Context: an optimization exercise on an open-source flow, tuned for small area. The choices shown serve that exercise and are no tape-out recipe.
Function was not checked in any run shown here: the RTL went through the layout flow alone.
Power and IR drop assume default switching activity.

`flow/config.mk`:
```
export PLATFORM = sky130hd
export DESIGN_NAME = wallaceTree
export DESIGN_NICKNAME = wallaceTree
export VERILOG_FILES = /design/flow/design.v
export SDC_FILE = /design/flow/constraint.sdc
export NUM_CORES = 4
export LEC_CHECK = 0
export CAP_MARGIN = 20
export CORE_MARGIN = 2
export CORE_UTILIZATION = 40
export SLEW_MARGIN = 20
export SYNTH_HIERARCHICAL = 1
```
`flow/constraint.sdc`:
```
create_clock -name core_clock -period 3.0 [get_ports {clk}]
set_input_delay 0.6000 -clock core_clock [delete_from_list [all_inputs] [get_ports {clk}]]
set_output_delay 0.6000 -clock core_clock [all_outputs]
set_load 0.01 [all_outputs]
```
`flow/design.v`:
```
`timescale 1ns/1ps
package wallacePkg;
	localparam int rowCount = 13;
	localparam int rowWidth = 26;
	localparam int rowShift = 2;
	localparam int productWidth = 48;
	localparam int pipeDepth = 3;
endpackage
`timescale 1ns/1ps
module fullAdder (input logic a, input logic b, input logic c, output logic s, output logic co);
	assign s = a ^ b ^ c;
	assign co = (a & b) | (a & c) | (b & c);
endmodule
module halfAdder (input logic a, input logic b, output logic s, output logic co);
	assign s = a ^ b;
	assign co = a & b;
endmodule
module earlyReducer
(
	input logic clk,
	input logic rstN,
	input logic [337:0] rows,
	input logic inValid,
	output logic [8:0] lowQ,
	output logic [38:0] pairAQ,
	output logic [38:0] pairBQ,
	output logic carryQ,
	output logic earlyValid
);
	logic w1, w2, w3, w4, w5, w6, w7, w8, w9, w10, w11, w12, w13, w14, w15, w16, w17, w18, w19, w20, w21, w22, w23, w24, w25, w26, w27, w28, w29, w30, w31, w32, w33, w34, w35, w36, w37, w38, w39, w40, w41, w42, w43, w44, w45, w46, w47, w48, w49, w50, w51, w52, w53, w54, w55, w56, w57, w58, w59, w60, w61, w62, w63, w64, w65, w66, w67, w68, w69, w70, w71, w72, w73, w74, w75, w76, w77, w78, w79, w80, w81, w82, w83, w84, w85, w86, w87, w88, w89, w90, w91, w92, w93, w94, w95, w96, w97, w98, w99, w100, w101, w102, w103, w104, w105, w106, w107, w108, w109, w110, w111, w112, w113, w114, w115, w116, w117, w118, w119, w120, w121, w122, w123, w124, w125, w126, w127, w128, w129, w130, w131, w132, w133, w134, w135, w136, w137, w138, w139, w140, w141, w142, w143, w144, w145, w146, w147, w148, w149, w150, w151, w152, w153, w154, w155, w156, w157, w158, w159, w160, w161, w162, w163, w164, w165, w166, w167, w168, w169, w170, w171, w172, w173, w174, w175, w176, w177, w178, w179, w180, w181, w182, w183, w184, w185, w186, w187, w188, w189, w190, w191, w192, w193, w194, w195, w196, w197, w198, w199, w200, w201, w202, w203, w204, w205, w206, w207, w208, w209, w210, w211, w212, w213, w214, w215, w216, w217, w218, w219, w220, w221, w222, w223, w224, w225, w226, w227, w228, w229, w230, w231, w232, w233, w234, w235, w236, w237, w238, w239, w240, w241, w242, w243, w244, w245, w246, w247, w248, w249, w250, w251, w252, w253, w254, w255, w256, w257, w258, w259, w260, w261, w262, w263, w264, w265, w266, w267, w268, w269, w270, w271, w272, w273, w274, w275, w276, w277, w278, w279, w280, w281, w282, w283, w284, w285, w286, w287, w288, w289, w290, w291, w292, w293, w294, w295, w296, w297, w298, w299, w300, w301, w302, w303, w304, w305, w306, w307, w308, w309, w310, w311, w312, w313, w314, w315, w316, w317, w318, w319, w320, w321, w322, w323, w324, w325, w326, w327, w328, w329, w330, w331, w332, w333, w334, w335, w336, w337, w338, w339, w340, w341, w342, w343, w344, w345, w346, w347, w348, w349, w350, w351, w352, w353, w354, w355, w356, w357, w358, w359, w360, w361, w362, w363, w364, w365, w366, w367, w368, w369, w370, w371, w372, w373, w374, w375, w376, w377, w378, w379, w380, w381, w382, w383, w384, w385, w386, w387, w388, w389, w390, w391, w392, w393, w394, w395, w396, w397, w398, w399, w400, w401, w402, w403, w404, w405, w406, w407, w408, w409, w410, w411, w412, w413, w414, w415, w416, w417, w418, w419, w420, w421, w422, w423, w424, w425, w426, w427, w428, w429, w430, w431, w432, w433, w434, w435, w436, w437, w438, w439, w440, w441, w442, w443, w444, w445, w446, w447, w448, w449, w450, w451, w452, w453, w454, w455, w456, w457, w458, w459, w460, w461, w462, w463, w464, w465, w466, w467, w468, w469, w470, w471, w472, w473, w474, w475, w476, w477, w478, w479, w480, w481, w482, w483, w484, w485, w486, w487, w488, w489, w490, w491, w492, w493, w494, w495, w496, w497, w498, w499, w500, w501, w502, w503, w504, w505, w506, w507, w508, w509, w510, w511, w512, w513, w514, w515, w516, w517, w518, w519, w520, w521, w522, w523, w524, w525, w526, w527, w528, w529, w530, w531, w532, w533, w534, w535, w536, w537, w538, w539, w540, w541, w542, w543, w544, w545, w546, w547, w548, w549, w550, w551, w552, w553, w554, w555, w556, w557;
	halfAdder uw1 (.a(rows[18]), .b(rows[42]), .s(w1), .co(w2));
	fullAdder uw3 (.a(rows[19]), .b(rows[43]), .c(rows[67]), .s(w3), .co(w4));
	fullAdder uw5 (.a(rows[20]), .b(rows[44]), .c(rows[68]), .s(w5), .co(w6));
	halfAdder uw7 (.a(rows[92]), .b(rows[116]), .s(w7), .co(w8));
	fullAdder uw9 (.a(rows[21]), .b(rows[45]), .c(rows[69]), .s(w9), .co(w10));
	fullAdder uw11 (.a(rows[93]), .b(rows[117]), .c(rows[141]), .s(w11), .co(w12));
	fullAdder uw13 (.a(rows[22]), .b(rows[46]), .c(rows[70]), .s(w13), .co(w14));
	fullAdder uw15 (.a(rows[94]), .b(rows[118]), .c(rows[142]), .s(w15), .co(w16));
	halfAdder uw17 (.a(rows[166]), .b(rows[190]), .s(w17), .co(w18));
	fullAdder uw19 (.a(rows[23]), .b(rows[47]), .c(rows[71]), .s(w19), .co(w20));
	fullAdder uw21 (.a(rows[95]), .b(rows[119]), .c(rows[143]), .s(w21), .co(w22));
	fullAdder uw23 (.a(rows[167]), .b(rows[191]), .c(rows[215]), .s(w23), .co(w24));
	fullAdder uw25 (.a(rows[24]), .b(rows[48]), .c(rows[72]), .s(w25), .co(w26));
	fullAdder uw27 (.a(rows[96]), .b(rows[120]), .c(rows[144]), .s(w27), .co(w28));
	fullAdder uw29 (.a(rows[168]), .b(rows[192]), .c(rows[216]), .s(w29), .co(w30));
	halfAdder uw31 (.a(rows[240]), .b(rows[264]), .s(w31), .co(w32));
	fullAdder uw33 (.a(rows[25]), .b(rows[49]), .c(rows[73]), .s(w33), .co(w34));
	fullAdder uw35 (.a(rows[97]), .b(rows[121]), .c(rows[145]), .s(w35), .co(w36));
	fullAdder uw37 (.a(rows[169]), .b(rows[193]), .c(rows[217]), .s(w37), .co(w38));
	fullAdder uw39 (.a(rows[241]), .b(rows[265]), .c(rows[289]), .s(w39), .co(w40));
	fullAdder uw41 (.a(rows[25]), .b(rows[50]), .c(rows[74]), .s(w41), .co(w42));
	fullAdder uw43 (.a(rows[98]), .b(rows[122]), .c(rows[146]), .s(w43), .co(w44));
	fullAdder uw45 (.a(rows[170]), .b(rows[194]), .c(rows[218]), .s(w45), .co(w46));
	fullAdder uw47 (.a(rows[242]), .b(rows[266]), .c(rows[290]), .s(w47), .co(w48));
	fullAdder uw49 (.a(rows[75]), .b(rows[99]), .c(rows[123]), .s(w49), .co(w50));
	fullAdder uw51 (.a(rows[147]), .b(rows[171]), .c(rows[195]), .s(w51), .co(w52));
	fullAdder uw53 (.a(rows[219]), .b(rows[243]), .c(rows[267]), .s(w53), .co(w54));
	fullAdder uw55 (.a(rows[291]), .b(rows[315]), .c(~rows[25]), .s(w55), .co(w56));
	assign w57 = ~(rows[76] ^ rows[100]);
	assign w58 = rows[76] | rows[100];
	fullAdder uw59 (.a(rows[124]), .b(rows[148]), .c(rows[172]), .s(w59), .co(w60));
	fullAdder uw61 (.a(rows[196]), .b(rows[220]), .c(rows[244]), .s(w61), .co(w62));
	halfAdder uw63 (.a(rows[268]), .b(rows[292]), .s(w63), .co(w64));
	fullAdder uw65 (.a(rows[101]), .b(rows[125]), .c(rows[149]), .s(w65), .co(w66));
	fullAdder uw67 (.a(rows[173]), .b(rows[197]), .c(rows[221]), .s(w67), .co(w68));
	fullAdder uw69 (.a(rows[245]), .b(rows[269]), .c(rows[293]), .s(w69), .co(w70));
	assign w71 = ~(rows[102] ^ rows[126]);
	assign w72 = rows[102] | rows[126];
	fullAdder uw73 (.a(rows[150]), .b(rows[174]), .c(rows[198]), .s(w73), .co(w74));
	halfAdder uw75 (.a(rows[222]), .b(rows[246]), .s(w75), .co(w76));
	fullAdder uw77 (.a(rows[127]), .b(rows[151]), .c(rows[175]), .s(w77), .co(w78));
	fullAdder uw79 (.a(rows[199]), .b(rows[223]), .c(rows[247]), .s(w79), .co(w80));
	assign w81 = ~(rows[128] ^ rows[152]);
	assign w82 = rows[128] | rows[152];
	halfAdder uw83 (.a(rows[176]), .b(rows[200]), .s(w83), .co(w84));
	fullAdder uw85 (.a(rows[153]), .b(rows[177]), .c(rows[201]), .s(w85), .co(w86));
	assign w87 = ~rows[154];
	halfAdder uw88 (.a(rows[12]), .b(rows[36]), .s(w88), .co(w89));
	fullAdder uw90 (.a(rows[13]), .b(rows[37]), .c(rows[61]), .s(w90), .co(w91));
	fullAdder uw92 (.a(rows[14]), .b(rows[38]), .c(rows[62]), .s(w92), .co(w93));
	halfAdder uw94 (.a(rows[86]), .b(rows[110]), .s(w94), .co(w95));
	fullAdder uw96 (.a(rows[15]), .b(rows[39]), .c(rows[63]), .s(w96), .co(w97));
	fullAdder uw98 (.a(rows[87]), .b(rows[111]), .c(rows[135]), .s(w98), .co(w99));
	fullAdder uw100 (.a(rows[16]), .b(rows[40]), .c(rows[64]), .s(w100), .co(w101));
	fullAdder uw102 (.a(rows[88]), .b(rows[112]), .c(rows[136]), .s(w102), .co(w103));
	halfAdder uw104 (.a(rows[160]), .b(rows[184]), .s(w104), .co(w105));
	fullAdder uw106 (.a(rows[17]), .b(rows[41]), .c(rows[65]), .s(w106), .co(w107));
	fullAdder uw108 (.a(rows[89]), .b(rows[113]), .c(rows[137]), .s(w108), .co(w109));
	fullAdder uw110 (.a(rows[161]), .b(rows[185]), .c(rows[209]), .s(w110), .co(w111));
	fullAdder uw112 (.a(rows[66]), .b(rows[90]), .c(rows[114]), .s(w112), .co(w113));
	fullAdder uw114 (.a(rows[138]), .b(rows[162]), .c(rows[186]), .s(w114), .co(w115));
	fullAdder uw116 (.a(rows[210]), .b(rows[234]), .c(w1), .s(w116), .co(w117));
	fullAdder uw118 (.a(rows[91]), .b(rows[115]), .c(rows[139]), .s(w118), .co(w119));
	fullAdder uw120 (.a(rows[163]), .b(rows[187]), .c(rows[211]), .s(w120), .co(w121));
	fullAdder uw122 (.a(rows[235]), .b(w2), .c(w3), .s(w122), .co(w123));
	fullAdder uw124 (.a(rows[140]), .b(rows[164]), .c(rows[188]), .s(w124), .co(w125));
	fullAdder uw126 (.a(rows[212]), .b(rows[236]), .c(rows[260]), .s(w126), .co(w127));
	fullAdder uw128 (.a(w7), .b(w4), .c(w5), .s(w128), .co(w129));
	fullAdder uw130 (.a(rows[165]), .b(rows[189]), .c(rows[213]), .s(w130), .co(w131));
	fullAdder uw132 (.a(rows[237]), .b(rows[261]), .c(w8), .s(w132), .co(w133));
	fullAdder uw134 (.a(w6), .b(w9), .c(w11), .s(w134), .co(w135));
	fullAdder uw136 (.a(rows[214]), .b(rows[238]), .c(rows[262]), .s(w136), .co(w137));
	fullAdder uw138 (.a(rows[286]), .b(w17), .c(w10), .s(w138), .co(w139));
	fullAdder uw140 (.a(w12), .b(w13), .c(w15), .s(w140), .co(w141));
	fullAdder uw142 (.a(rows[239]), .b(rows[263]), .c(rows[287]), .s(w142), .co(w143));
	fullAdder uw144 (.a(w18), .b(w14), .c(w16), .s(w144), .co(w145));
	fullAdder uw146 (.a(w19), .b(w21), .c(w23), .s(w146), .co(w147));
	fullAdder uw148 (.a(rows[288]), .b(rows[312]), .c(w31), .s(w148), .co(w149));
	fullAdder uw150 (.a(w20), .b(w22), .c(w24), .s(w150), .co(w151));
	fullAdder uw152 (.a(w25), .b(w27), .c(w29), .s(w152), .co(w153));
	fullAdder uw154 (.a(rows[313]), .b(w32), .c(w26), .s(w154), .co(w155));
	fullAdder uw156 (.a(w28), .b(w30), .c(w33), .s(w156), .co(w157));
	fullAdder uw158 (.a(w35), .b(w37), .c(w39), .s(w158), .co(w159));
	fullAdder uw160 (.a(rows[314]), .b(w34), .c(w36), .s(w160), .co(w161));
	fullAdder uw162 (.a(w38), .b(w40), .c(w41), .s(w162), .co(w163));
	fullAdder uw164 (.a(w43), .b(w45), .c(w47), .s(w164), .co(w165));
	fullAdder uw166 (.a(~rows[51]), .b(w42), .c(w44), .s(w166), .co(w167));
	fullAdder uw168 (.a(w46), .b(w48), .c(w49), .s(w168), .co(w169));
	fullAdder uw170 (.a(w51), .b(w53), .c(w55), .s(w170), .co(w171));
	fullAdder uw172 (.a(rows[316]), .b(w57), .c(w63), .s(w172), .co(w173));
	fullAdder uw174 (.a(w50), .b(w52), .c(w54), .s(w174), .co(w175));
	fullAdder uw176 (.a(w56), .b(w59), .c(w61), .s(w176), .co(w177));
	fullAdder uw178 (.a(rows[317]), .b(~rows[77]), .c(w58), .s(w178), .co(w179));
	fullAdder uw180 (.a(w64), .b(w60), .c(w62), .s(w180), .co(w181));
	fullAdder uw182 (.a(w65), .b(w67), .c(w69), .s(w182), .co(w183));
	fullAdder uw184 (.a(rows[270]), .b(rows[294]), .c(rows[318]), .s(w184), .co(w185));
	fullAdder uw186 (.a(w71), .b(w75), .c(w66), .s(w186), .co(w187));
	fullAdder uw188 (.a(w68), .b(w70), .c(w73), .s(w188), .co(w189));
	fullAdder uw190 (.a(rows[271]), .b(rows[295]), .c(rows[319]), .s(w190), .co(w191));
	fullAdder uw192 (.a(~rows[103]), .b(w72), .c(w76), .s(w192), .co(w193));
	fullAdder uw194 (.a(w74), .b(w77), .c(w79), .s(w194), .co(w195));
	fullAdder uw196 (.a(rows[224]), .b(rows[248]), .c(rows[272]), .s(w196), .co(w197));
	fullAdder uw198 (.a(rows[296]), .b(rows[320]), .c(w81), .s(w198), .co(w199));
	fullAdder uw200 (.a(w83), .b(w78), .c(w80), .s(w200), .co(w201));
	fullAdder uw202 (.a(rows[225]), .b(rows[249]), .c(rows[273]), .s(w202), .co(w203));
	fullAdder uw204 (.a(rows[297]), .b(rows[321]), .c(~rows[129]), .s(w204), .co(w205));
	fullAdder uw206 (.a(w82), .b(w84), .c(w85), .s(w206), .co(w207));
	fullAdder uw208 (.a(rows[178]), .b(rows[202]), .c(rows[226]), .s(w208), .co(w209));
	fullAdder uw210 (.a(rows[250]), .b(rows[274]), .c(rows[298]), .s(w210), .co(w211));
	fullAdder uw212 (.a(rows[322]), .b(w87), .c(w86), .s(w212), .co(w213));
	fullAdder uw214 (.a(rows[154]), .b(rows[179]), .c(rows[203]), .s(w214), .co(w215));
	fullAdder uw216 (.a(rows[227]), .b(rows[251]), .c(rows[275]), .s(w216), .co(w217));
	fullAdder uw218 (.a(rows[299]), .b(rows[323]), .c(~rows[155]), .s(w218), .co(w219));
	assign w220 = ~(rows[180] ^ rows[204]);
	assign w221 = rows[180] | rows[204];
	fullAdder uw222 (.a(rows[228]), .b(rows[252]), .c(rows[276]), .s(w222), .co(w223));
	halfAdder uw224 (.a(rows[300]), .b(rows[324]), .s(w224), .co(w225));
	fullAdder uw226 (.a(rows[205]), .b(rows[229]), .c(rows[253]), .s(w226), .co(w227));
	fullAdder uw228 (.a(rows[277]), .b(rows[301]), .c(rows[325]), .s(w228), .co(w229));
	assign w230 = ~(rows[206] ^ rows[230]);
	assign w231 = rows[206] | rows[230];
	halfAdder uw232 (.a(rows[254]), .b(rows[278]), .s(w232), .co(w233));
	fullAdder uw234 (.a(rows[231]), .b(rows[255]), .c(rows[279]), .s(w234), .co(w235));
	assign w236 = ~rows[232];
	halfAdder uw237 (.a(rows[8]), .b(rows[32]), .s(w237), .co(w238));
	fullAdder uw239 (.a(rows[9]), .b(rows[33]), .c(rows[57]), .s(w239), .co(w240));
	fullAdder uw241 (.a(rows[10]), .b(rows[34]), .c(rows[58]), .s(w241), .co(w242));
	halfAdder uw243 (.a(rows[82]), .b(rows[106]), .s(w243), .co(w244));
	fullAdder uw245 (.a(rows[11]), .b(rows[35]), .c(rows[59]), .s(w245), .co(w246));
	fullAdder uw247 (.a(rows[83]), .b(rows[107]), .c(rows[131]), .s(w247), .co(w248));
	fullAdder uw249 (.a(rows[60]), .b(rows[84]), .c(rows[108]), .s(w249), .co(w250));
	fullAdder uw251 (.a(rows[132]), .b(rows[156]), .c(w88), .s(w251), .co(w252));
	fullAdder uw253 (.a(rows[85]), .b(rows[109]), .c(rows[133]), .s(w253), .co(w254));
	fullAdder uw255 (.a(rows[157]), .b(w89), .c(w90), .s(w255), .co(w256));
	fullAdder uw257 (.a(rows[134]), .b(rows[158]), .c(rows[182]), .s(w257), .co(w258));
	fullAdder uw259 (.a(w94), .b(w91), .c(w92), .s(w259), .co(w260));
	fullAdder uw261 (.a(rows[159]), .b(rows[183]), .c(w95), .s(w261), .co(w262));
	fullAdder uw263 (.a(w93), .b(w96), .c(w98), .s(w263), .co(w264));
	fullAdder uw265 (.a(rows[208]), .b(w104), .c(w97), .s(w265), .co(w266));
	fullAdder uw267 (.a(w99), .b(w100), .c(w102), .s(w267), .co(w268));
	fullAdder uw269 (.a(w105), .b(w101), .c(w103), .s(w269), .co(w270));
	fullAdder uw271 (.a(w106), .b(w108), .c(w110), .s(w271), .co(w272));
	fullAdder uw273 (.a(w107), .b(w109), .c(w111), .s(w273), .co(w274));
	fullAdder uw275 (.a(w112), .b(w114), .c(w116), .s(w275), .co(w276));
	fullAdder uw277 (.a(w113), .b(w115), .c(w118), .s(w277), .co(w278));
	fullAdder uw279 (.a(w120), .b(w117), .c(w122), .s(w279), .co(w280));
	fullAdder uw281 (.a(w119), .b(w121), .c(w124), .s(w281), .co(w282));
	fullAdder uw283 (.a(w126), .b(w123), .c(w128), .s(w283), .co(w284));
	fullAdder uw285 (.a(w125), .b(w127), .c(w130), .s(w285), .co(w286));
	fullAdder uw287 (.a(w132), .b(w129), .c(w134), .s(w287), .co(w288));
	fullAdder uw289 (.a(w131), .b(w136), .c(w133), .s(w289), .co(w290));
	fullAdder uw291 (.a(w138), .b(w135), .c(w140), .s(w291), .co(w292));
	fullAdder uw293 (.a(w137), .b(w142), .c(w139), .s(w293), .co(w294));
	fullAdder uw295 (.a(w141), .b(w144), .c(w146), .s(w295), .co(w296));
	fullAdder uw297 (.a(w143), .b(w148), .c(w145), .s(w297), .co(w298));
	fullAdder uw299 (.a(w147), .b(w150), .c(w152), .s(w299), .co(w300));
	fullAdder uw301 (.a(w149), .b(w151), .c(w154), .s(w301), .co(w302));
	fullAdder uw303 (.a(w153), .b(w156), .c(w158), .s(w303), .co(w304));
	fullAdder uw305 (.a(w155), .b(w157), .c(w159), .s(w305), .co(w306));
	fullAdder uw307 (.a(w160), .b(w162), .c(w164), .s(w307), .co(w308));
	fullAdder uw309 (.a(w161), .b(w163), .c(w165), .s(w309), .co(w310));
	fullAdder uw311 (.a(w166), .b(w168), .c(w170), .s(w311), .co(w312));
	fullAdder uw313 (.a(w172), .b(w167), .c(w169), .s(w313), .co(w314));
	fullAdder uw315 (.a(w171), .b(w174), .c(w176), .s(w315), .co(w316));
	fullAdder uw317 (.a(w173), .b(w178), .c(w175), .s(w317), .co(w318));
	fullAdder uw319 (.a(w177), .b(w180), .c(w182), .s(w319), .co(w320));
	fullAdder uw321 (.a(w184), .b(w179), .c(w181), .s(w321), .co(w322));
	fullAdder uw323 (.a(w186), .b(w183), .c(w188), .s(w323), .co(w324));
	fullAdder uw325 (.a(w185), .b(w190), .c(w192), .s(w325), .co(w326));
	fullAdder uw327 (.a(w187), .b(w189), .c(w194), .s(w327), .co(w328));
	fullAdder uw329 (.a(w191), .b(w196), .c(w193), .s(w329), .co(w330));
	fullAdder uw331 (.a(w198), .b(w195), .c(w200), .s(w331), .co(w332));
	fullAdder uw333 (.a(w197), .b(w202), .c(w204), .s(w333), .co(w334));
	fullAdder uw335 (.a(w199), .b(w201), .c(w206), .s(w335), .co(w336));
	fullAdder uw337 (.a(w203), .b(w205), .c(w208), .s(w337), .co(w338));
	fullAdder uw339 (.a(w210), .b(w207), .c(w212), .s(w339), .co(w340));
	fullAdder uw341 (.a(w209), .b(w211), .c(w214), .s(w341), .co(w342));
	fullAdder uw343 (.a(w216), .b(w218), .c(w213), .s(w343), .co(w344));
	fullAdder uw345 (.a(w220), .b(w224), .c(w215), .s(w345), .co(w346));
	fullAdder uw347 (.a(w217), .b(w219), .c(w222), .s(w347), .co(w348));
	fullAdder uw349 (.a(~rows[181]), .b(w221), .c(w225), .s(w349), .co(w350));
	fullAdder uw351 (.a(w223), .b(w226), .c(w228), .s(w351), .co(w352));
	fullAdder uw353 (.a(rows[302]), .b(rows[326]), .c(w230), .s(w353), .co(w354));
	fullAdder uw355 (.a(w232), .b(w227), .c(w229), .s(w355), .co(w356));
	fullAdder uw357 (.a(rows[303]), .b(rows[327]), .c(~rows[207]), .s(w357), .co(w358));
	fullAdder uw359 (.a(w231), .b(w233), .c(w234), .s(w359), .co(w360));
	fullAdder uw361 (.a(rows[256]), .b(rows[280]), .c(rows[304]), .s(w361), .co(w362));
	fullAdder uw363 (.a(rows[328]), .b(w236), .c(w235), .s(w363), .co(w364));
	fullAdder uw365 (.a(rows[232]), .b(rows[257]), .c(rows[281]), .s(w365), .co(w366));
	fullAdder uw367 (.a(rows[305]), .b(rows[329]), .c(~rows[233]), .s(w367), .co(w368));
	assign w369 = ~(rows[258] ^ rows[282]);
	assign w370 = rows[258] | rows[282];
	halfAdder uw371 (.a(rows[306]), .b(rows[330]), .s(w371), .co(w372));
	fullAdder uw373 (.a(rows[283]), .b(rows[307]), .c(rows[331]), .s(w373), .co(w374));
	assign w375 = ~rows[284];
	halfAdder uw376 (.a(rows[6]), .b(rows[30]), .s(w376), .co(w377));
	fullAdder uw378 (.a(rows[7]), .b(rows[31]), .c(rows[55]), .s(w378), .co(w379));
	fullAdder uw380 (.a(rows[56]), .b(rows[80]), .c(rows[104]), .s(w380), .co(w381));
	fullAdder uw382 (.a(rows[81]), .b(rows[105]), .c(w238), .s(w382), .co(w383));
	fullAdder uw384 (.a(rows[130]), .b(w243), .c(w240), .s(w384), .co(w385));
	fullAdder uw386 (.a(w244), .b(w242), .c(w245), .s(w386), .co(w387));
	fullAdder uw388 (.a(w246), .b(w248), .c(w249), .s(w388), .co(w389));
	fullAdder uw390 (.a(w250), .b(w253), .c(w252), .s(w390), .co(w391));
	fullAdder uw392 (.a(w254), .b(w257), .c(w256), .s(w392), .co(w393));
	fullAdder uw394 (.a(w258), .b(w261), .c(w260), .s(w394), .co(w395));
	fullAdder uw396 (.a(w262), .b(w265), .c(w264), .s(w396), .co(w397));
	fullAdder uw398 (.a(w266), .b(w268), .c(w269), .s(w398), .co(w399));
	fullAdder uw400 (.a(w270), .b(w272), .c(w273), .s(w400), .co(w401));
	fullAdder uw402 (.a(w274), .b(w277), .c(w276), .s(w402), .co(w403));
	fullAdder uw404 (.a(w278), .b(w281), .c(w280), .s(w404), .co(w405));
	fullAdder uw406 (.a(w282), .b(w285), .c(w284), .s(w406), .co(w407));
	fullAdder uw408 (.a(w286), .b(w289), .c(w288), .s(w408), .co(w409));
	fullAdder uw410 (.a(w290), .b(w293), .c(w292), .s(w410), .co(w411));
	fullAdder uw412 (.a(w294), .b(w297), .c(w296), .s(w412), .co(w413));
	fullAdder uw414 (.a(w298), .b(w301), .c(w300), .s(w414), .co(w415));
	fullAdder uw416 (.a(w302), .b(w304), .c(w305), .s(w416), .co(w417));
	fullAdder uw418 (.a(w306), .b(w308), .c(w309), .s(w418), .co(w419));
	fullAdder uw420 (.a(w310), .b(w313), .c(w312), .s(w420), .co(w421));
	fullAdder uw422 (.a(w314), .b(w317), .c(w316), .s(w422), .co(w423));
	fullAdder uw424 (.a(w318), .b(w321), .c(w320), .s(w424), .co(w425));
	fullAdder uw426 (.a(w325), .b(w322), .c(w324), .s(w426), .co(w427));
	fullAdder uw428 (.a(w326), .b(w329), .c(w328), .s(w428), .co(w429));
	fullAdder uw430 (.a(w330), .b(w333), .c(w332), .s(w430), .co(w431));
	fullAdder uw432 (.a(w334), .b(w337), .c(w336), .s(w432), .co(w433));
	fullAdder uw434 (.a(w338), .b(w341), .c(w343), .s(w434), .co(w435));
	fullAdder uw436 (.a(w342), .b(w345), .c(w347), .s(w436), .co(w437));
	fullAdder uw438 (.a(w349), .b(w346), .c(w348), .s(w438), .co(w439));
	fullAdder uw440 (.a(w350), .b(w353), .c(w352), .s(w440), .co(w441));
	fullAdder uw442 (.a(w357), .b(w354), .c(w356), .s(w442), .co(w443));
	fullAdder uw444 (.a(w358), .b(w361), .c(w360), .s(w444), .co(w445));
	fullAdder uw446 (.a(w362), .b(w365), .c(w367), .s(w446), .co(w447));
	fullAdder uw448 (.a(w369), .b(w371), .c(w366), .s(w448), .co(w449));
	fullAdder uw450 (.a(~rows[259]), .b(w370), .c(w372), .s(w450), .co(w451));
	fullAdder uw452 (.a(rows[308]), .b(rows[332]), .c(w375), .s(w452), .co(w453));
	fullAdder uw454 (.a(rows[284]), .b(rows[309]), .c(rows[333]), .s(w454), .co(w455));
	assign w456 = ~rows[310];
	halfAdder uw457 (.a(rows[4]), .b(rows[28]), .s(w457), .co(w458));
	fullAdder uw459 (.a(rows[5]), .b(rows[29]), .c(rows[53]), .s(w459), .co(w460));
	fullAdder uw461 (.a(rows[54]), .b(rows[78]), .c(w376), .s(w461), .co(w462));
	fullAdder uw463 (.a(rows[79]), .b(w377), .c(w378), .s(w463), .co(w464));
	fullAdder uw465 (.a(w237), .b(w379), .c(w380), .s(w465), .co(w466));
	fullAdder uw467 (.a(w381), .b(w239), .c(w382), .s(w467), .co(w468));
	fullAdder uw469 (.a(w241), .b(w383), .c(w384), .s(w469), .co(w470));
	fullAdder uw471 (.a(w247), .b(w385), .c(w386), .s(w471), .co(w472));
	fullAdder uw473 (.a(w251), .b(w387), .c(w388), .s(w473), .co(w474));
	fullAdder uw475 (.a(w389), .b(w255), .c(w390), .s(w475), .co(w476));
	fullAdder uw477 (.a(w259), .b(w391), .c(w392), .s(w477), .co(w478));
	fullAdder uw479 (.a(w263), .b(w393), .c(w394), .s(w479), .co(w480));
	fullAdder uw481 (.a(w267), .b(w395), .c(w396), .s(w481), .co(w482));
	fullAdder uw483 (.a(w271), .b(w397), .c(w398), .s(w483), .co(w484));
	fullAdder uw485 (.a(w275), .b(w399), .c(w400), .s(w485), .co(w486));
	fullAdder uw487 (.a(w401), .b(w279), .c(w402), .s(w487), .co(w488));
	fullAdder uw489 (.a(w283), .b(w403), .c(w404), .s(w489), .co(w490));
	fullAdder uw491 (.a(w287), .b(w405), .c(w406), .s(w491), .co(w492));
	fullAdder uw493 (.a(w291), .b(w407), .c(w408), .s(w493), .co(w494));
	fullAdder uw495 (.a(w295), .b(w409), .c(w410), .s(w495), .co(w496));
	fullAdder uw497 (.a(w299), .b(w411), .c(w412), .s(w497), .co(w498));
	fullAdder uw499 (.a(w303), .b(w413), .c(w414), .s(w499), .co(w500));
	fullAdder uw501 (.a(w307), .b(w415), .c(w416), .s(w501), .co(w502));
	fullAdder uw503 (.a(w311), .b(w417), .c(w418), .s(w503), .co(w504));
	fullAdder uw505 (.a(w315), .b(w419), .c(w420), .s(w505), .co(w506));
	fullAdder uw507 (.a(w319), .b(w421), .c(w422), .s(w507), .co(w508));
	fullAdder uw509 (.a(w323), .b(w423), .c(w424), .s(w509), .co(w510));
	fullAdder uw511 (.a(w327), .b(w425), .c(w426), .s(w511), .co(w512));
	fullAdder uw513 (.a(w331), .b(w427), .c(w428), .s(w513), .co(w514));
	fullAdder uw515 (.a(w335), .b(w429), .c(w430), .s(w515), .co(w516));
	fullAdder uw517 (.a(w339), .b(w431), .c(w432), .s(w517), .co(w518));
	fullAdder uw519 (.a(w340), .b(w433), .c(w434), .s(w519), .co(w520));
	fullAdder uw521 (.a(w344), .b(w436), .c(w435), .s(w521), .co(w522));
	fullAdder uw523 (.a(w351), .b(w437), .c(w438), .s(w523), .co(w524));
	fullAdder uw525 (.a(w355), .b(w439), .c(w440), .s(w525), .co(w526));
	fullAdder uw527 (.a(w359), .b(w441), .c(w442), .s(w527), .co(w528));
	fullAdder uw529 (.a(w363), .b(w443), .c(w444), .s(w529), .co(w530));
	fullAdder uw531 (.a(w364), .b(w446), .c(w445), .s(w531), .co(w532));
	fullAdder uw533 (.a(w368), .b(w448), .c(w447), .s(w533), .co(w534));
	fullAdder uw535 (.a(w373), .b(w450), .c(w449), .s(w535), .co(w536));
	fullAdder uw537 (.a(w374), .b(w452), .c(w451), .s(w537), .co(w538));
	fullAdder uw539 (.a(~rows[285]), .b(w453), .c(w454), .s(w539), .co(w540));
	fullAdder uw541 (.a(rows[334]), .b(w456), .c(w455), .s(w541), .co(w542));
	assign w543 = rows[310] ^ rows[335] ^ ~rows[311];
	halfAdder uw544 (.a(rows[2]), .b(rows[26]), .s(w544), .co(w545));
	fullAdder uw546 (.a(rows[3]), .b(rows[27]), .c(w545), .s(w546), .co(w547));
	fullAdder uw548 (.a(rows[52]), .b(w457), .c(w547), .s(w548), .co(w549));
	fullAdder uw550 (.a(w458), .b(w459), .c(w549), .s(w550), .co(w551));
	fullAdder uw552 (.a(w460), .b(w461), .c(w551), .s(w552), .co(w553));
	fullAdder uw554 (.a(w462), .b(w463), .c(w553), .s(w554), .co(w555));
	fullAdder uw556 (.a(w464), .b(w465), .c(w555), .s(w556), .co(w557));
	always_ff @(posedge clk) begin
		lowQ[0] <= rows[0];
		lowQ[1] <= rows[1];
		lowQ[2] <= w544;
		lowQ[3] <= w546;
		lowQ[4] <= w548;
		lowQ[5] <= w550;
		lowQ[6] <= w552;
		lowQ[7] <= w554;
		lowQ[8] <= w556;
		pairAQ[0] <= w466;
		pairBQ[0] <= w467;
		pairAQ[1] <= w468;
		pairBQ[1] <= w469;
		pairAQ[2] <= w470;
		pairBQ[2] <= w471;
		pairAQ[3] <= w472;
		pairBQ[3] <= w473;
		pairAQ[4] <= w474;
		pairBQ[4] <= w475;
		pairAQ[5] <= w476;
		pairBQ[5] <= w477;
		pairAQ[6] <= w478;
		pairBQ[6] <= w479;
		pairAQ[7] <= w480;
		pairBQ[7] <= w481;
		pairAQ[8] <= w482;
		pairBQ[8] <= w483;
		pairAQ[9] <= w484;
		pairBQ[9] <= w485;
		pairAQ[10] <= w486;
		pairBQ[10] <= w487;
		pairAQ[11] <= w488;
		pairBQ[11] <= w489;
		pairAQ[12] <= w490;
		pairBQ[12] <= w491;
		pairAQ[13] <= w492;
		pairBQ[13] <= w493;
		pairAQ[14] <= w494;
		pairBQ[14] <= w495;
		pairAQ[15] <= w496;
		pairBQ[15] <= w497;
		pairAQ[16] <= w498;
		pairBQ[16] <= w499;
		pairAQ[17] <= w500;
		pairBQ[17] <= w501;
		pairAQ[18] <= w502;
		pairBQ[18] <= w503;
		pairAQ[19] <= w504;
		pairBQ[19] <= w505;
		pairAQ[20] <= w506;
		pairBQ[20] <= w507;
		pairAQ[21] <= w508;
		pairBQ[21] <= w509;
		pairAQ[22] <= w510;
		pairBQ[22] <= w511;
		pairAQ[23] <= w512;
		pairBQ[23] <= w513;
		pairAQ[24] <= w514;
		pairBQ[24] <= w515;
		pairAQ[25] <= w516;
		pairBQ[25] <= w517;
		pairAQ[26] <= w518;
		pairBQ[26] <= w519;
		pairAQ[27] <= w520;
		pairBQ[27] <= w521;
		pairAQ[28] <= w522;
		pairBQ[28] <= w523;
		pairAQ[29] <= w524;
		pairBQ[29] <= w525;
		pairAQ[30] <= w526;
		pairBQ[30] <= w527;
		pairAQ[31] <= w528;
		pairBQ[31] <= w529;
		pairAQ[32] <= w530;
		pairBQ[32] <= w531;
		pairAQ[33] <= w532;
		pairBQ[33] <= w533;
		pairAQ[34] <= w534;
		pairBQ[34] <= w535;
		pairAQ[35] <= w536;
		pairBQ[35] <= w537;
		pairAQ[36] <= w538;
		pairBQ[36] <= w539;
		pairAQ[37] <= w540;
		pairBQ[37] <= w541;
		pairAQ[38] <= w542;
		pairBQ[38] <= w543;
		carryQ <= w557;
	end
	always_ff @(posedge clk or negedge rstN) begin
		if (!rstN) begin
			earlyValid <= 1'b0;
		end else begin
			earlyValid <= inValid;
		end
	end
endmodule
`timescale 1ns/1ps
module lateReducer
(
	input logic clk,
	input logic rstN,
	input logic [8:0] lowQ,
	input logic [38:0] pairAQ,
	input logic [38:0] pairBQ,
	input logic carryQ,
	input logic earlyValid,
	output logic [47:0] sumQ,
	output logic pairValid
);
	logic [38:0] g, p;
	genvar i;
	generate
		for (i = 0; i < 39; i++) begin : genPg
			halfAdder uHa (.a(pairAQ[i]), .b(pairBQ[i]), .s(p[i]), .co(g[i]));
		end
	endgenerate
	logic G1, P1, G2, P2, G3, P3, G4, P4, G5, P5, G6, P6, G7, P7, G8, P8, G9, P9, G10, P10, G11, P11, G12, P12, G13, P13, G14, P14, G15, P15, G16, P16, G17, P17, G18, P18, G19, P19, G20, P20, G21, P21, G22, P22, G23, P23, G24, P24, G25, P25, G26, P26, G27, P27, G28, P28, G29, P29, G30, P30, G31, P31, G32, P32, G33, P33, G34, P34, G35, P35, G36, P36, G37, P37, G38, P38, G39, P39, G40, P40, G41, P41, G42, P42, G43, P43, G44, P44, G45, P45, G46, P46, G47, P47, G48, P48, G49, P49, G50, P50, G51, P51, G52, P52, G53, P53, G54, P54, G55, P55, G56, P56, G57, P57, G58, P58, G59, P59, G60, P60, G61, P61, G62, P62, G63, P63, G64, P64, G65, P65, G66, P66, G67, P67, G68, P68, G69, P69, G70, P70, G71, P71, G72, P72;
	assign G1 = g[0] | (p[0] & carryQ);
	assign P1 = p[0] & 1'b0;
	assign G2 = g[2] | (p[2] & g[1]);
	assign P2 = p[2] & p[1];
	assign G3 = g[4] | (p[4] & g[3]);
	assign P3 = p[4] & p[3];
	assign G4 = g[6] | (p[6] & g[5]);
	assign P4 = p[6] & p[5];
	assign G5 = g[8] | (p[8] & g[7]);
	assign P5 = p[8] & p[7];
	assign G6 = g[10] | (p[10] & g[9]);
	assign P6 = p[10] & p[9];
	assign G7 = g[12] | (p[12] & g[11]);
	assign P7 = p[12] & p[11];
	assign G8 = g[14] | (p[14] & g[13]);
	assign P8 = p[14] & p[13];
	assign G9 = g[16] | (p[16] & g[15]);
	assign P9 = p[16] & p[15];
	assign G10 = g[18] | (p[18] & g[17]);
	assign P10 = p[18] & p[17];
	assign G11 = g[20] | (p[20] & g[19]);
	assign P11 = p[20] & p[19];
	assign G12 = g[22] | (p[22] & g[21]);
	assign P12 = p[22] & p[21];
	assign G13 = g[24] | (p[24] & g[23]);
	assign P13 = p[24] & p[23];
	assign G14 = g[26] | (p[26] & g[25]);
	assign P14 = p[26] & p[25];
	assign G15 = g[28] | (p[28] & g[27]);
	assign P15 = p[28] & p[27];
	assign G16 = g[30] | (p[30] & g[29]);
	assign P16 = p[30] & p[29];
	assign G17 = g[32] | (p[32] & g[31]);
	assign P17 = p[32] & p[31];
	assign G18 = g[34] | (p[34] & g[33]);
	assign P18 = p[34] & p[33];
	assign G19 = g[36] | (p[36] & g[35]);
	assign P19 = p[36] & p[35];
	assign G20 = g[38] | (p[38] & g[37]);
	assign P20 = p[38] & p[37];
	assign G21 = G2 | (P2 & G1);
	assign P21 = P2 & P1;
	assign G22 = G4 | (P4 & G3);
	assign P22 = P4 & P3;
	assign G23 = G6 | (P6 & G5);
	assign P23 = P6 & P5;
	assign G24 = G8 | (P8 & G7);
	assign P24 = P8 & P7;
	assign G25 = G10 | (P10 & G9);
	assign P25 = P10 & P9;
	assign G26 = G12 | (P12 & G11);
	assign P26 = P12 & P11;
	assign G27 = G14 | (P14 & G13);
	assign P27 = P14 & P13;
	assign G28 = G16 | (P16 & G15);
	assign P28 = P16 & P15;
	assign G29 = G18 | (P18 & G17);
	assign P29 = P18 & P17;
	assign G30 = G20 | (P20 & G19);
	assign P30 = P20 & P19;
	assign G31 = G22 | (P22 & G21);
	assign P31 = P22 & P21;
	assign G32 = G24 | (P24 & G23);
	assign P32 = P24 & P23;
	assign G33 = G26 | (P26 & G25);
	assign P33 = P26 & P25;
	assign G34 = G28 | (P28 & G27);
	assign P34 = P28 & P27;
	assign G35 = G30 | (P30 & G29);
	assign P35 = P30 & P29;
	assign G36 = G32 | (P32 & G31);
	assign P36 = P32 & P31;
	assign G37 = G34 | (P34 & G33);
	assign P37 = P34 & P33;
	assign G38 = G37 | (P37 & G36);
	assign P38 = P37 & P36;
	assign G39 = G33 | (P33 & G36);
	assign P39 = P33 & P36;
	assign G40 = G35 | (P35 & G38);
	assign P40 = P35 & P38;
	assign G41 = G23 | (P23 & G31);
	assign P41 = P23 & P31;
	assign G42 = G25 | (P25 & G36);
	assign P42 = P25 & P36;
	assign G43 = G27 | (P27 & G39);
	assign P43 = P27 & P39;
	assign G44 = G29 | (P29 & G38);
	assign P44 = P29 & P38;
	assign G45 = G3 | (P3 & G21);
	assign P45 = P3 & P21;
	assign G46 = G5 | (P5 & G31);
	assign P46 = P5 & P31;
	assign G47 = G7 | (P7 & G41);
	assign P47 = P7 & P41;
	assign G48 = G9 | (P9 & G36);
	assign P48 = P9 & P36;
	assign G49 = G11 | (P11 & G42);
	assign P49 = P11 & P42;
	assign G50 = G13 | (P13 & G39);
	assign P50 = P13 & P39;
	assign G51 = G15 | (P15 & G43);
	assign P51 = P15 & P43;
	assign G52 = G17 | (P17 & G38);
	assign P52 = P17 & P38;
	assign G53 = G19 | (P19 & G44);
	assign P53 = P19 & P44;
	assign G54 = g[1] | (p[1] & G1);
	assign P54 = p[1] & P1;
	assign G55 = g[3] | (p[3] & G21);
	assign P55 = p[3] & P21;
	assign G56 = g[5] | (p[5] & G45);
	assign P56 = p[5] & P45;
	assign G57 = g[7] | (p[7] & G31);
	assign P57 = p[7] & P31;
	assign G58 = g[9] | (p[9] & G46);
	assign P58 = p[9] & P46;
	assign G59 = g[11] | (p[11] & G41);
	assign P59 = p[11] & P41;
	assign G60 = g[13] | (p[13] & G47);
	assign P60 = p[13] & P47;
	assign G61 = g[15] | (p[15] & G36);
	assign P61 = p[15] & P36;
	assign G62 = g[17] | (p[17] & G48);
	assign P62 = p[17] & P48;
	assign G63 = g[19] | (p[19] & G42);
	assign P63 = p[19] & P42;
	assign G64 = g[21] | (p[21] & G49);
	assign P64 = p[21] & P49;
	assign G65 = g[23] | (p[23] & G39);
	assign P65 = p[23] & P39;
	assign G66 = g[25] | (p[25] & G50);
	assign P66 = p[25] & P50;
	assign G67 = g[27] | (p[27] & G43);
	assign P67 = p[27] & P43;
	assign G68 = g[29] | (p[29] & G51);
	assign P68 = p[29] & P51;
	assign G69 = g[31] | (p[31] & G38);
	assign P69 = p[31] & P38;
	assign G70 = g[33] | (p[33] & G52);
	assign P70 = p[33] & P52;
	assign G71 = g[35] | (p[35] & G44);
	assign P71 = p[35] & P44;
	assign G72 = g[37] | (p[37] & G53);
	assign P72 = p[37] & P53;
	logic [38:0] carries;
	assign carries[0] = carryQ;
	assign carries[1] = G1;
	assign carries[2] = G54;
	assign carries[3] = G21;
	assign carries[4] = G55;
	assign carries[5] = G45;
	assign carries[6] = G56;
	assign carries[7] = G31;
	assign carries[8] = G57;
	assign carries[9] = G46;
	assign carries[10] = G58;
	assign carries[11] = G41;
	assign carries[12] = G59;
	assign carries[13] = G47;
	assign carries[14] = G60;
	assign carries[15] = G36;
	assign carries[16] = G61;
	assign carries[17] = G48;
	assign carries[18] = G62;
	assign carries[19] = G42;
	assign carries[20] = G63;
	assign carries[21] = G49;
	assign carries[22] = G64;
	assign carries[23] = G39;
	assign carries[24] = G65;
	assign carries[25] = G50;
	assign carries[26] = G66;
	assign carries[27] = G43;
	assign carries[28] = G67;
	assign carries[29] = G51;
	assign carries[30] = G68;
	assign carries[31] = G38;
	assign carries[32] = G69;
	assign carries[33] = G52;
	assign carries[34] = G70;
	assign carries[35] = G44;
	assign carries[36] = G71;
	assign carries[37] = G53;
	assign carries[38] = G72;
	always_ff @(posedge clk) begin
		sumQ <= {p ^ carries, lowQ};
	end
	always_ff @(posedge clk or negedge rstN) begin
		if (!rstN) begin
			pairValid <= 1'b0;
		end else begin
			pairValid <= earlyValid;
		end
	end
endmodule
`timescale 1ns/1ps
module finalAdder
(
	input logic clk,
	input logic rstN,
	input logic [47:0] sumQ,
	input logic pairValid,
	output logic [47:0] product,
	output logic outValid
);
	always_ff @(posedge clk) begin
		product <= sumQ;
	end
	always_ff @(posedge clk or negedge rstN) begin
		if (!rstN) begin
			outValid <= 1'b0;
		end else begin
			outValid <= pairValid;
		end
	end
endmodule
`timescale 1ns/1ps
module wallaceTree
(
	input logic clk,
	input logic rstN,
	input logic [337:0] rows,
	input logic inValid,
	output logic [47:0] product,
	output logic outValid
);
	logic [8:0] lowQ;
	logic [38:0] pairAQ;
	logic [38:0] pairBQ;
	logic carryQ;
	logic earlyValid;
	logic [47:0] sumQ;
	logic pairValid;
	earlyReducer uEarly (
		.clk(clk),
		.rstN(rstN),
		.rows(rows),
		.inValid(inValid),
		.lowQ(lowQ),
		.pairAQ(pairAQ),
		.pairBQ(pairBQ),
		.carryQ(carryQ),
		.earlyValid(earlyValid)
	);
	lateReducer uLate (
		.clk(clk),
		.rstN(rstN),
		.lowQ(lowQ),
		.pairAQ(pairAQ),
		.pairBQ(pairBQ),
		.carryQ(carryQ),
		.earlyValid(earlyValid),
		.sumQ(sumQ),
		.pairValid(pairValid)
	);
	finalAdder uFinal (
		.clk(clk),
		.rstN(rstN),
		.sumQ(sumQ),
		.pairValid(pairValid),
		.product(product),
		.outValid(outValid)
	);
endmodule
```
`flow/flow/run.sh`:
```
#!/bin/bash
# Standard layout with smaller port buffers and no CTS dummy loads.
export BUFFER_PORTS_ARGS="-buffer_cell sky130_fd_sc_hd__buf_1"
export CTS_ARGS="-sink_clustering_enable -repair_clock_nets -dont_use_dummy_load -buf_list {sky130_fd_sc_hd__clkbuf_4 sky130_fd_sc_hd__clkbuf_8} -sink_clustering_size 30 -sink_clustering_max_diameter 100"
bash standard.sh > standard.log 2>&1
status=$?
tail -20 standard.log
exit $status
```
`flow/standard.sh`:
```
#!/bin/bash
# synth_recipe.tcl (not shown) runs the flow's synth.tcl, then flattens the netlist and writes it again
# the make line also repeats each setting of config.mk as NAME=value (left out here)
make -C /OpenROAD-flow-scripts/flow DESIGN_CONFIG=/design/flow/config.mk WORK_HOME=/design/flow/orfs CLKGATE_MAP_FILE= SYNTH_SCRIPT=/design/flow/synth_recipe.tcl "${@:-finish}"
```
==> results of run 1 <==
state kept, by name, indices dropped and copies added (netlist names):
signal	count
uEarly.carryQ	1
uEarly.earlyValid	1
uEarly.lowQ	9
uEarly.pairAQ	39
uEarly.pairBQ	39
uFinal.outValid	1
uFinal.product	48
uLate.pairValid	1
uLate.sumQ	48
through the flow:
stage	hold slack, ns	total power [mW]	cells
2_1_floorplan	0.3044	8.182	685
3_3_place_gp	0.3099	9.830	1417
3_5_place_dp	0.3121	9.949	1417
4_1_cts	0.2249	11.29	1435
5_1_grt	0.2182	12.52	1434
6_report	0.2709	11.15	1434
how the worst max path moves through the flow:
stage,from,cells past startpoint,endpoint,slack (ns)
after floorplan,rows[2],7,uEarly.lowQ[8],-0.02
after global placement,rows[25],7,uEarly.pairBQ[21],-0.27
after detailed placement,rows[25],7,uEarly.pairBQ[21],-0.33
after CTS,uEarly.pairBQ[12],12,uLate.sumQ[47],0.03
after global routing,uEarly.pairBQ[0],13,uLate.sumQ[47],-0.02
final,rows[25],7,uEarly.pairBQ[21],0.16
metal layers:
metal	track usage (%)	routed length, um
met5	0	13
met1	17.14	7474
met2	26.82	10480
met4	3.486	199
met3	3.738	1334
Yosys stat by module (local to each module, per instance), a selection:
| module | cells inside | cell area (um2) |
|---|---|---|
| lateReducer | 192 | 2021 |
| halfAdder | 1 | 12.51 |
| earlyReducer | 135 | 2031 |
| finalAdder | 49 | 985.9 |
| fullAdder | 1 | 20.02 |
critical path: cells and delay by family:
kind | cells | cell delay (ns)
buffers and inverters | 2 | 0.33
adders and majority gates | 5 | 2.22
cells by family after synthesis:
kind of cell	count (synthesis)	share of synthesized area (%)
flip-flops	187	34.82
buffers and inverters	42	1.460
XOR/XNOR	20	1.750
adder cells (fa/ha/maj)	335	56.35
AO/OA/AOI/OAI	50	3.431
AND/OR/NAND/NOR	51	2.191
what timing repair did:
item                                   CTS  global route
endpoints found under the hold margin    3             0
hold buffers                             1             0
buffers inserted                         0             0
gates resized for setup                  1            16
setup endpoints to repair                1             5
pin swaps                                0            12
where the power goes:
group          total, mW  leakage (nW)  internal, mW  switching (mW)
clock               1.24         0.122         0.503           0.733
combinational       5.78          3.53          2.79            2.99
sequential          4.13          1.59          3.79           0.342
total               11.2          5.24          7.08            4.07
cell type report:
| type | instances | share of cell area (%) |
|---|---|---|
| clock buffers | 17 | 1.788 |
| repair buffers | 391 | 11.35 |
| flip-flops and latches | 187 | 28.72 |
| multi-input cells | 456 | 53.69 |
| inverters | 42 | 1.204 |
| well taps | 341 | 3.260 |
layout by cell type, fill, tap and decap left out, types with 5 or more instances in the layout:
master,instances
ha_1,75
o21ai_0,6
clkbuf_8,17
inv_1,41
nand2_1,11
xnor2_1,19
buf_1,387
fa_2,15
dfxtp_1,184
nand4_1,5
a21o_1,16
ha_4,5
nor2_1,22
fa_1,237
a21oi_1,9
cell usage after synthesis (3+ instances only):
| master | n |
|---|---|
| dfrtp_1 | 3 |
| a21oi_1 | 10 |
| a21o_1 | 16 |
| o21ai_0 | 7 |
| inv_1 | 42 |
| fa_1 | 252 |
| nor2_1 | 23 |
| nand2_1 | 11 |
| or3_1 | 3 |
| nand3_1 | 3 |
| nand4_1 | 5 |
| xnor2_1 | 19 |
| ha_1 | 83 |
| a31o_1 | 3 |
| dfxtp_1 | 184 |
==> run notes, run 1 <==
outcome=complete, no violations; Slew Limit Fails=0; Setup Crit Path Kind=input port to flip-flop; min setup slack post-route=0.1603 ns; RR Endpoint=uLate.sumQ[47]; number of global-route vias before repair=7172; initial antenna violation count=1; r2r setup slk=0.18 ns; Final Util=48.97%; Port Buffer Count=387; Vias/cell=4.441; MaxCap Viol Count=0; synth unique cells=32; Die Wd=168.3 um; Crit path largest cell delay=0.50 ns; Die ar.=28320 um2; ys flop type=dfxtp_1; register area=3759 um2; Vert. Die Dim=168.3 um; synth top area cells=fa_1 (47%), dfxtp_1 (34%), ha_1 (9.6%); crit-path max FO=3; clock sinks=187; first-pass GRT wire length=32600 um; Vias=6368; leakage power=5.235 nW; CTS tree=built; min Tclk post-route=2.840 ns; DRT iter0 DRCs=134; worst slew pin tran=0.3890 ns; core area=26730 um2; Core Rows=60; Diodes inserted=0; routed len/inst=13.60 um; Pwr Density=851.9 nW/um2; final hold vios=0; Worst Hold Path Cells=1; Tcrit/Tclk final=94.66%; Crit-path slowest cell=fa_1; worst min-delay path class=input port to flip-flop; Max clock buf depth=2; sequential fraction of the synthesis area=34.82%; clock slew at reported path FFs=0.09 ns; maximum number of pins on one net before global-route repair=21; drt drc=0; share of cells above drive strength 1=5.215%; total gr overflow=0; Antenna Violating Nets Remaining=0; Max Fclk=352.1 MHz; worst reg2reg path depth=13; most used cell, CP=fa_1; Req. time, crit path=3.32 ns; maximum VDD drop=0.2609 mV; Initial DRT Pass Iterations=4; CP Capture Type=flip-flop; hold_sp=rows[0]; syn nets=1361; max_slew headroom=73.79%; H-tree depth=4; Area Growth Syn to Fin=21.24%; multi-input logic area=7027 um2; final setup violation count=0; Reg2Reg Launch Point=uEarly.pairBQ[0]; Post-Syn Area per Cell=15.76 um2; critical path launch point type=input port; unrepaired setup endpoints after global routing=yes; clock insertion delay at the later pin of the skew report=0.45 ns; dpl hpwl=17740 um; clock root cell=clkbuf_8; number of buffers created by CTS=17; I/O pin cnt=390; Worst Path Arrival=3.16 ns; skew final=0.04195 ns; worst slack, placed=-0.3333 ns; setup TNS=0 ns; final wirelength=19510 um; synth warn=9; area share of the largest cell type after synthesis=46.73%; synthesized flop and latch total=187; Area after DPL=12740 um2; Nets=1771; crit-path cells=buf_1 > inv_1 > fa_1 > fa_1 > fa_1 > fa_1 > fa_1; cell taking the most area after synthesis=fa_1; Post-synth EDFFs=0; FFs w/ async S/R, synth=1.604%; Initial Util=40.39%; Hold EP=uEarly.lowQ[0]; GRT Util Overall=14.62%; Design Area, Final=13090 um2; Cells after Synth=685; cell area after synthesis=10800 um2; GPL Wtd Cong=0.7977; Filler cells=2431
==> run 2: changes to the inputs <==
--- a/flow/config.mk
+++ b/flow/config.mk
@@ -5,6 +5,7 @@
 export SDC_FILE = /design/flow/constraint.sdc
 export NUM_CORES = 4
 export LEC_CHECK = 0
+export ABC_AREA = 1
 export CAP_MARGIN = 20
 export CORE_MARGIN = 2
 export CORE_UTILIZATION = 40
==> run 2 against run 1 <==
Total power is essentially flat. Count of clock-buffer cells in the layout is the same. Worst hold slack lost 0.0045 ns. Area after synthesis grew 1.4%. Critical endpoint is now uEarly.pairBQ[12]. Synthesized cell count grew 8.5%. Fmax shrank 0.75%.
==> run notes, run 2 <==
Diodes inserted=0 (unchanged); clock root cell=clkbuf_8; Antenna Violating Nets Remaining=0 (unchanged); min Tclk post-route=2.861 ns (+0.02135 ns); worst min-delay path class=input port to flip-flop; final hold vios=0 (unchanged); synthesized flop and latch total=187 (unchanged); final setup violation count=0 (unchanged); Nets=1826 (+3.1%); DRT iter0 DRCs=123 (-8.2%); min setup slack post-route=0.1389 ns (-0.02135 ns); post_cts resized=0 (-1); synth warn=9 (unchanged); commonest non-fill, non-tap cell in the layout=buf_1; CTS tree=built; top post-synthesis cells by count=fa_1 (252), dfxtp_1 (184), ha_1 (83), inv_1 (66), nand2_1 (57); unrepaired setup endpoints after global routing=no; FFs w/ async S/R, synth=1.604% (unchanged); skew final=0.04968 ns (+0.007739 ns); synth top area cells=fa_1 (46%), dfxtp_1 (34%), ha_1 (9.5%); worst slack, placed=-0.2958 ns (+0.03759 ns); Post-Syn Area per Cell=14.74 um2 (-6.5%); number of global-route vias before repair=7230 (+0.81%); Cells after Synth=743 (+8.5%); clock sinks=187 (unchanged); Setup Crit Path Kind=input port to flip-flop; layer with the highest usage=met2; Net Sw Power=4.225 mW (+3.9%); setup bufs post-CTS=0 (unchanged); worst slew pin tran=0.2414 ns (-0.1476 ns); setup TNS=0 ns (unchanged); Core Rows=60 (unchanged); Initial Util=40.63% (+0.23 points); I/O pin cnt=390 (unchanged); Cells after DPL=1471 (+3.8%); hold_sp=rows[0]; drt drc=0 (unchanged); Post-synth EDFFs=0 (unchanged); Flop pwr share=36.7% (-0.4 points); part of the power in combinational logic=52.2% (+0.4 points); initial antenna violation count=0 (-1); total gr overflow=0 (unchanged); GPL Wtd Cong=0.8144 (+2.1%); cell area after synthesis=10950 um2 (+1.4%); Tcrit/Tclk final=95.37% (+0.71 points); dpl hpwl=19370 um (+9.2%); maximum VDD drop=0.3100 mV (+19%); Die Wd=169.5 um (+0.70%); crit-path max FO=1 (-2); Sw Ratio=37.90% (+1.4 points); number of buffers created by CTS=17 (unchanged); most frequent cells in the layout=buf_1 (387), fa_1 (237), dfxtp_1 (184); outcome=complete, no violations; Crit. Startpoint=rows[20]; Initial DRT Pass Iterations=4 (unchanged); GRT Util Overall=15.62% (+1.0 points); Fin Hold WS=0.2663 ns (-0.004538 ns); ys flop type=dfxtp_1; Final Util=48.64% (-0.33 points); core area=26950 um2 (+0.84%); Clk network pwr share=11.2% (about the same); share of cells above drive strength 1=5.575% (+0.36 points); synth unique cells=26 (-19%); Worst Path Arrival=3.16 ns (about the same); routed len/inst=14.06 um (+3.4%); Vias=6457 (+1.4%); critical path launch point type=input port; met3 usage=4.408% (+0.67 points); Max Fclk=349.5 MHz (-0.75%); most used standard cell by instance count after synthesis=fa_1; Vert. Die Dim=169.5 um (+0.70%); leakage power=5.378 nW (+2.7%); Port Buffer Count=387 (unchanged); Area after DPL=12870 um2 (+0.97%); clock insertion delay at the later pin of the skew report=0.46 ns (about the same); Area Growth Syn to Fin=19.74%; cell taking the most area after synthesis=fa_1; final wirelength=20940 um (+7.3%); first-pass GRT wire length=34110 um (+4.6%); Vias/cell=4.336 (-2.3%); GR Util met1=18.37% (+1.2 points); Req. time, crit path=3.30 ns (-0.02 ns); Slew Limit Fails=0 (unchanged); Filler cells=2466 (+1.4%); Design Area, Final=13110 um2 (+0.16%); met2 GRT Util=28.20% (+1.4 points); Post-Layout Cell Count=1489 (+3.8%); CP Capture Type=flip-flop; cell internal pwr=6.923 mW (-2.3%); Max clock buf depth=2 (unchanged); maximum number of pins on one net before global-route repair=20 (-4.8%); MaxCap Viol Count=0 (unchanged); clock slew at reported path FFs=0.07 ns (-0.02 ns); Largest regs=uFinal.product: 48 flops, uLate.sumQ: 48 flops; Overall Power=11.15 mW (about the same); Pwr Density=850.3 nW/um2 (-0.19%); area share of the largest cell type after synthesis=46.07% (-0.66 points); sequential fraction of the synthesis area=34.33% (-0.49 points); Die ar.=28710 um2 (+1.4%); H-tree depth=4 (unchanged); Reg2Reg Launch Point=uEarly.pairAQ[0]; syn nets=1419 (+4.3%); max_slew headroom=83.85% (+10 points)
run 2: cell types whose count changed after synthesis, moves of 5 or more:
cell     previous run  this run
nand2_1            11        57
o21ai_0             7         0
nand4_1             5         0
inv_1              42        66
nand2_2             0        12
a21o_1             16         1
nand2_4             0         6
run 2: critical path, cell delays in order:
cell,delay [ns]
buf_1,0.09
fa_1,0.67
fa_1,0.50
fa_1,0.40
fa_1,0.51
fa_1,0.40
run 2: kinds of logic after synthesis:
kind of cell | count (synthesis) | share of synthesized area (%)
xor+xnor | 19 | 1.520
simple gates | 113 | 4.971
buf+inv | 70 | 2.400
fa+ha+maj | 335 | 55.56
compound gates | 19 | 1.223
flops | 187 | 34.33
run 2: path summary, 6_finish.rpt:
path / to / slack [ns] / depth (start not counted)
max in group asynchronous: uFinal.outValid / 2.34 / 2
hold reg to reg: uFinal.product[33] / 0.30 / 0
setup / recovery: uEarly.pairBQ[12] / 0.14 / 6
setup reg to reg: uLate.sumQ[39] / 0.79 / 19
hold / removal: uEarly.lowQ[0] / 0.27 / 1
min in group asynchronous: uLate.pairValid / 0.51 / 2
run 2: metal layers:
| metal | vias up | part of all wire (%) |
|---|---|---|
| li1 | 3085 | - |
| met1 | 3118 | 40 |
| met2 | 232 | 52 |
| met3 | 22 | 6.7 |
| met4 | 0 | 1.7 |
| met5 | - | 0 |
run 2: modules after synthesis, one instance, submodules excluded, a selection:
module | area [um2] | copies in the design | flops+latches
earlyReducer | 2039 | 1 | 89
lateReducer | 2166 | 1 | 49
halfAdder | 12.51 | 57 | 0
finalAdder | 985.9 | 1 | 49
fullAdder | 20.02 | 252 | 0
run 2: power groups by stage:
stage               clock [mW]  sequential (mW)  combinational [mW]
CTS                       1.33             4.12                6.04
finish                    1.24             4.09                5.82
global placement             0             4.15                5.89
floorplan                    0             4.24                4.12
detailed placement           0             4.17                5.99
global route              1.42             4.20                6.92
run 2: repair_timing:
action                     in CTS  in global routing
setup endpoints to repair       0                  0
hold endpoints to repair        3                  0
hold buffers                    1                  0
run 2: final cells by class:
cell class | instances | area (um2) | area share [%]
Multi-Input combinational cell | 486 | 6965 | 53.13
Sequential cell | 187 | 3759 | 28.67
Timing Repair Buffer | 388 | 1463 | 11.16
Tap cell | 341 | 426.7 | 3.254
Inverter | 70 | 262.8 | 2.004
Clock buffer | 17 | 234.0 | 1.785
==> run 3: changes to the inputs <==
==> flow/flow/run.sh (replaced) <==
#!/bin/bash
# Standard layout with smaller port buffers and no CTS dummy loads.
export BUFFER_PORTS_ARGS="-buffer_cell sky130_fd_sc_hd__buf_1"
export CTS_ARGS="-sink_clustering_enable -repair_clock_nets -dont_use_dummy_load"
bash standard.sh > standard.log 2>&1
status=$?
tail -20 standard.log
exit $status
--- a/flow/config.mk
+++ b/flow/config.mk
@@ -5,7 +5,6 @@
 export SDC_FILE = /design/flow/constraint.sdc
 export NUM_CORES = 4
 export LEC_CHECK = 0
-export ABC_AREA = 1
 export CAP_MARGIN = 20
 export CORE_MARGIN = 2
 export CORE_UTILIZATION = 40
==> run 3 against run 2 <==
Register-to-register slack lost 0.60 ns. First-iteration DRC count grew 4.9%. Area after synthesis shrank 1.4%. Count of clock-buffer cells in the layout is the same. Via count shrank 1.0%. Die area shrank 1.4%. Fmax shrank 0.22%. Routed wire length shrank 6.5%. Sequential cell count is the same. Combinational power is essentially flat. Total power grew 5.1%. Final area grew 1.3%. Critical path type unchanged. Highest routed layer is now met5.
==> run notes, run 3 <==
skew final=0.02869 ns (-0.02099 ns); share of cells above drive strength 1=5.215% (-0.36 points); worst slew pin tran=0.3837 ns (+0.1424 ns); hold_sp=rows[0]; Post-synth EDFFs=0 (unchanged); min setup slack post-route=0.1326 ns (-0.006371 ns); multi-input logic area=7027 um2 (+0.88%); cell area after synthesis=10800 um2 (-1.4%); synthesized flop and latch total=187 (unchanged); setup bufs post-CTS=0 (unchanged); clock root cell=clkbuf_16; Clk network pwr share=15.2% (+4.0 points); crit-path cells=buf_1 > inv_1 > fa_1 > fa_1 > fa_1 > fa_1 > fa_1; cell internal pwr=7.575 mW (+9.4%); Max clock buf depth=2 (unchanged); RR Endpoint=uLate.sumQ[47]; commonest non-fill, non-tap cell in the layout=buf_1; Worst Hold Path Cells=1 (unchanged); dpl hpwl=17740 um (-8.4%); Buf/Inv on CP=2 (+1); Nets=1771 (-3.0%); Die ar.=28320 um2 (-1.4%); total gr overflow=0 (unchanged); Final Util=49.69% (+1.0 points); number of buffers created by CTS=17 (unchanged); outcome=complete, no violations; final wirelength=19570 um (-6.5%); synth top area cells=fa_1 (47%), dfxtp_1 (34%), ha_1 (9.6%); clock insertion delay at the later pin of the skew report=0.42 ns (-0.04 ns); initial antenna violation count=1 (+1); cell taking the most area after synthesis=fa_1; Initial DRT Pass Iterations=4 (unchanged); leakage power=5.323 nW (-1.0%); Pwr Density=882.6 nW/um2 (+3.8%); Port Buffer Count=387 (unchanged); min Tclk post-route=2.867 ns (+0.006371 ns); setup TNS=0 ns (unchanged); number of global-route vias before repair=7174 (-0.77%); area share of the largest cell type after synthesis=46.73% (+0.66 points); H-tree depth=4 (unchanged); Reg2Reg Launch Point=uEarly.pairBQ[0]; Post-Syn Area per Cell=15.76 um2 (+6.9%); FFs w/ async S/R, synth=1.604% (unchanged); Area Growth Syn to Fin=23.02%; Core Rows=60 (unchanged); Cells after Synth=685 (-7.8%); worst min-delay path class=input port to flip-flop; clock slew at reported path FFs=0.07 ns (about the same); core area=26730 um2 (-0.84%); part of the power in combinational logic=49.4% (-2.8 points); r2r setup slk=0.19 ns (-0.60 ns); Flop pwr share=35.3% (-1.4 points); critical path launch point type=input port; GPL Wtd Cong=0.7977 (-2.1%); Initial Util=40.39% (-0.23 points); maximum VDD drop=0.3742 mV (+21%); Slew Limit Fails=0 (unchanged); Diodes inserted=0 (unchanged); most used cell, CP=fa_1; maximum number of pins on one net before global-route repair=21 (+5.0%); Crit-path slowest cell=fa_1; Vert. Die Dim=168.3 um (-0.69%); top post-synthesis cells by count=fa_1 (252), dfxtp_1 (184), ha_1 (83), inv_1 (42), nor2_1 (23); crit-path max FO=3 (+2); Setup Crit Path Kind=input port to flip-flop; Largest regs=uFinal.product: 48 flops, uLate.sumQ: 48 flops; max_slew headroom=74.15% (-9.7 points); Filler cells=2411 (-2.2%); Tcrit/Tclk final=95.58% (+0.21 points); CP Capture Type=flip-flop; Net Sw Power=4.147 mW (-1.9%)
run 3: cell types whose count changed after synthesis, moves of 6 or more:
| cell | before | now |
|---|---|---|
| nand2_1 | 57 | 11 |
| inv_1 | 66 | 42 |
| a21o_1 | 1 | 16 |
| nand2_2 | 12 | 0 |
| o21ai_0 | 0 | 7 |
| nand2_4 | 6 | 0 |
run 3: kinds of logic after synthesis:
kind of cell | Yosys count | share of synthesized area (%)
AO/OA/AOI/OAI | 50 | 3.431
flip-flops | 187 | 34.82
buffers and inverters | 42 | 1.460
AND/OR/NAND/NOR | 51 | 2.191
adder cells (fa/ha/maj) | 335 | 56.35
XOR/XNOR | 20 | 1.750
run 3: area by class of cell:
class / count / area share (%)
clock buffers: 17 / 3.203
inverters: 42 / 1.187
multi-input cells: 456 / 52.91
flip-flops and latches: 187 / 28.30
repair buffers: 391 / 11.18
well taps: 341 / 3.213
run 3: worst register-to-register path, cell delays in order (launching register included):
cell and delay (ns):
dfxtp_1 0.30, ha_1 0.27, ha_2 0.17, o211ai_1 0.13
a21oi_2 0.30, o21ai_4 0.12, a2111oi_4 0.36, buf_4 0.19
o21ai_2 0.06, a31o_1 0.27, o2111ai_2 0.18, ha_2 0.19
nor2_1 0.05, xnor2_1 0.11
run 3: how the worst max path moves through the flow:
stage                     depth (start not counted)                end  slack [ns]               from
after global routing                             13     uLate.sumQ[47]      -0.007   uEarly.pairBQ[0]
final                                             7  uEarly.pairBQ[21]        0.13           rows[25]
after CTS                                        12     uLate.sumQ[47]        0.04  uEarly.pairBQ[12]
after detailed placement                          7  uEarly.pairBQ[21]       -0.33           rows[25]
after global placement                            7  uEarly.pairBQ[21]       -0.27           rows[25]
after floorplan                                   7     uEarly.lowQ[8]       -0.02            rows[2]
run 3: per-layer routing:
metal | global-route usage [%] | vias up | routed length [um]
met5 | 0 | - | 13
met4 | 4.160 | 2 | 273
met1 | 17.09 | 3127 | 7456
met2 | 26.87 | 232 | 10540
li1 | - | 3009 | -
met3 | 3.291 | 22 | 1288
run 3: stage by stage:
stage | std cells | instance area, um2 | total power, mW
2_1_floorplan | 685 | 10830 | 8.182
4_1_cts | 1435 | 13180 | 11.85
3_5_place_dp | 1417 | 12740 | 9.949
3_3_place_gp | 1417 | 12740 | 9.830
5_1_grt | 1434 | 13280 | 13.09
6_report | 1434 | 13280 | 11.72
run 3: power by group through the flow:
stage                     sequential, mW  combinational [mW]  clock [mW]
after floorplan                     4.24                3.94           0
after global placement              4.17                5.66           0
after detailed placement            4.18                5.77           0
after CTS                           4.13                5.85        1.87
after global routing                4.27                6.85        1.97
final                               4.14                5.79        1.79
run 3: what timing repair did:
item | CTS | global route
hold buffers | 1 | 0
endpoints found under the hold margin | 3 | 0
gates resized for setup | 1 | 16
setup endpoints to repair | 1 | 4
pin swaps | 0 | 12
run 3: per-module statistics from Yosys, one instance, submodules excluded, excerpt:
module | cells inside | flops+latches | area [um2]
earlyReducer | 135 | 89 | 2031
finalAdder | 49 | 49 | 985.9
fullAdder | 1 | 0 | 20.02
halfAdder | 1 | 0 | 12.51
lateReducer | 192 | 49 | 2021

Check on run 3: ideal ports give 0.133 ns setup slack; a clkbuf_16 on the clock port and buf_2 on the inputs give 0.154 ns; moving port delays by the midpoint clock arrival (0.450 ns) as well gives -0.296 ns.
